From an optimization exercise on the open Yosys and OpenROAD flow, aimed at small area; shortcuts taken in it are not production practice. In this exercise RTL edits were held to simulation tests only and were not proved equivalent to the original. Power is estimated from default activity; no workload was simulated.

Setup of branch cedar:
==> flow/design.v <==
module chunk_fifo #(
   parameter int DEPTH = 8,
   parameter int DW    = 256
) (
   input  logic          clk,
   input  logic          reset,
   input  logic          bus_val,
   input  logic          bus_sop,
   input  logic          bus_eop,
   input  logic [5:0]    bus_vbc,
   input  logic [DW-1:0] bus_data,
   output logic          bus_ready,
   output logic          bus_o_val,
   output logic          bus_o_sop,
   output logic          bus_o_eop,
   output logic [5:0]    bus_o_vbc,
   output logic [DW-1:0] bus_o_data,
   input  logic          bus_o_ready,
   output logic          idle,
   output logic          err,
   output logic [15:0]   pkt_cnt
);
   localparam int EW = DW + 7;       
   localparam int RD = DEPTH - 1;    
   logic [EW-1:0] head_q;            
   logic [EW-1:0] ram_q [RD];        
   logic [RD-1:0] wr_oh_q, rd_oh_q;  
   logic [3:0]    count_q;           
   logic          state_q;           
   logic          err_q;
   logic [15:0]   pkt_cnt_q;
   logic [EW-1:0] wr_entry;
   logic          empty, full, ram_empty;
   logic          accept, bad, push, pop;
   logic          ram_wr, ram_rd, ld_in, hold;
   logic [RD-1:0] we, keep, rsel;
   assign wr_entry  = {bus_sop, bus_eop, bus_vbc[4:0], bus_data};
   assign empty     = (count_q == 4'd0);
   assign full      = count_q[3];
   assign ram_empty = (count_q[3:1] == 3'd0);
   assign bus_ready = ~full;
   assign bus_o_val = ~empty;
   assign {bus_o_sop, bus_o_eop, bus_o_vbc[4:0], bus_o_data} = head_q;
   assign bus_o_vbc[5] = ~empty & (head_q[DW +: 5] == 5'd0);
   assign idle      = empty & ~state_q;
   assign err       = err_q;
   assign pkt_cnt   = pkt_cnt_q;
   assign accept = bus_val & ~full;
   assign bad    = (bus_vbc == 6'd0) | (bus_vbc > 6'd32) | ((bus_vbc < 6'd32) & ~bus_eop) |
                   (state_q ? bus_sop : ~bus_sop);
   assign push   = accept & ~bad;
   assign pop    = ~empty & bus_o_ready;
   assign ld_in  = ~reset & push & (empty | (pop & ram_empty));
   assign ram_wr = ~reset & push & ~empty & ~(pop & ram_empty);
   assign ram_rd = ~reset & pop & ~ram_empty;
   assign hold   = ~reset & ~empty & ~bus_o_ready;
   assign we   = wr_oh_q & {RD{ram_wr}};
   assign keep = ~we;
   assign rsel = rd_oh_q & {RD{ram_rd}};
   always_ff @(posedge clk) begin
      if (reset) begin
         wr_oh_q   <= RD'(1);
         rd_oh_q   <= RD'(1);
         count_q   <= '0;
         state_q   <= 1'b0;
         err_q     <= 1'b0;
         pkt_cnt_q <= '0;
      end else begin
         if (ram_wr) wr_oh_q <= {wr_oh_q[RD-2:0], wr_oh_q[RD-1]};
         if (ram_rd) rd_oh_q <= {rd_oh_q[RD-2:0], rd_oh_q[RD-1]};
         count_q <= count_q + 4'(push) - 4'(pop);
         if (accept) state_q <= ~bad & ~bus_eop;
         err_q <= accept & bad;
         if (pop && head_q[EW-2] && (pkt_cnt_q != 16'hFFFF)) pkt_cnt_q <= pkt_cnt_q + 16'd1;
      end
   end
   for (genvar i = 0; i < RD; i++) begin : g_ent
      logic [EW-1:0] nxt;
      for (genvar b = 0; b < EW; b++) begin : g_b
         cf_sel2 u_w (.a(ram_q[i][b]), .sa(keep[i]), .b(wr_entry[b]), .sb(we[i]), .y(nxt[b]));
      end
      always_ff @(posedge clk) ram_q[i] <= nxt;
   end
   logic [EW-1:0] head_d;
   for (genvar b = 0; b < EW; b++) begin : g_hd
      logic [2:0] t_n;
      cf_aoi222 u_t0 (.a(head_q[b]),   .sa(hold),    .b(wr_entry[b]), .sb(ld_in),
                      .c(ram_q[0][b]), .sc(rsel[0]), .y_n(t_n[0]));
      cf_aoi222 u_t1 (.a(ram_q[1][b]), .sa(rsel[1]), .b(ram_q[2][b]), .sb(rsel[2]),
                      .c(ram_q[3][b]), .sc(rsel[3]), .y_n(t_n[1]));
      cf_aoi222 u_t2 (.a(ram_q[4][b]), .sa(rsel[4]), .b(ram_q[5][b]), .sb(rsel[5]),
                      .c(ram_q[6][b]), .sc(rsel[6]), .y_n(t_n[2]));
      assign head_d[b] = ~&t_n;
   end
   always_ff @(posedge clk) head_q <= head_d;
endmodule
module cf_sel2 (
   input  logic a, sa, b, sb,
   output logic y
);
   assign y = (a & sa) | (b & sb);
endmodule
module cf_aoi222 (
   input  logic a, sa, b, sb, c, sc,
   output logic y_n
);
   assign y_n = ~((a & sa) | (b & sb) | (c & sc));
endmodule
clock: 5.0 ns
lec_check: 0
cap_margin: 20
core_margin: 2
core_utilization: 80
slew_margin: 20
synth_hierarchical: 1
standard.sh (not shown) runs the stock make flow with config.mk's settings and CLKGATE_MAP_FILE= SYNTH_SCRIPT=/design/flow/synth_recipe.tcl, a recipe that flattens the netlist after the stock synthesis.
==> flow/flow/run.sh <==
#!/bin/bash
# Own layout flow: the standard ORFS flow (standard.sh, unchanged synthesis), with
#  - port buffers of the smallest buffer cell (buf_1) instead of the resizer's default pick,
#  - a clock tree of clkbuf_8 leaf clusters (<= 18 sinks, <= 55 um) without dummy loads.
# Every tool's output goes to flow_standard.log in the work folder; ORFS's per-step logs stay
# under orfs/logs/.
set -euo pipefail
export BUFFER_PORTS_ARGS="-buffer_cell sky130_fd_sc_hd__buf_1"
export CTS_ARGS="-sink_clustering_enable -repair_clock_nets -buf_list sky130_fd_sc_hd__clkbuf_8 -sink_clustering_size 18 -sink_clustering_max_diameter 55 -dont_use_dummy_load"
bash standard.sh > flow_standard.log 2>&1
#### Input delta (branch amber over branch cedar)
--- a/flow/config.mk
+++ b/flow/config.mk
@@ -10 +10 @@
-export CORE_UTILIZATION = 80
+export CORE_UTILIZATION = 70
Notes after the runs:
- Relative to branch cedar, the final cell area reported for branch amber is higher.
- On branch amber: total routing usage reported by global routing is 6.7 points lower than what branch cedar gave.
- branch amber vs. branch cedar: power dissipated by switching net loads went down by about 1.3%.

## port drivers added, routing unchanged
In the flow no input, the clock included, has a driving cell. The finished layouts below were timed again as built, in two steps. Step 1, drivers: a clkbuf_16 drives clk and a buf_2 each remaining input, both assumed. Step 2, shift: input delay + t, output delay - t, t = (earliest + latest rising clock arrival at the registers) / 2. This alone moves slack from input paths to output paths. Three values: ideal ports, drivers, drivers and shift; two values: the first two.
run | t (ns) | slack for setup (ns) | clock arrival spread, ns
branch cedar | 0.958 | 1.202 / 1.202 / 0.640 | 0.055 / 0.056
branch amber | 0.924 | 1.324 / 1.324 / 0.994 | 0.061 / 0.061
After both steps every run listed still meets setup and hold. The setup slack of branch cedar, which loses most, moves by 0.000 ns with the drivers and by -0.562 ns with both steps.
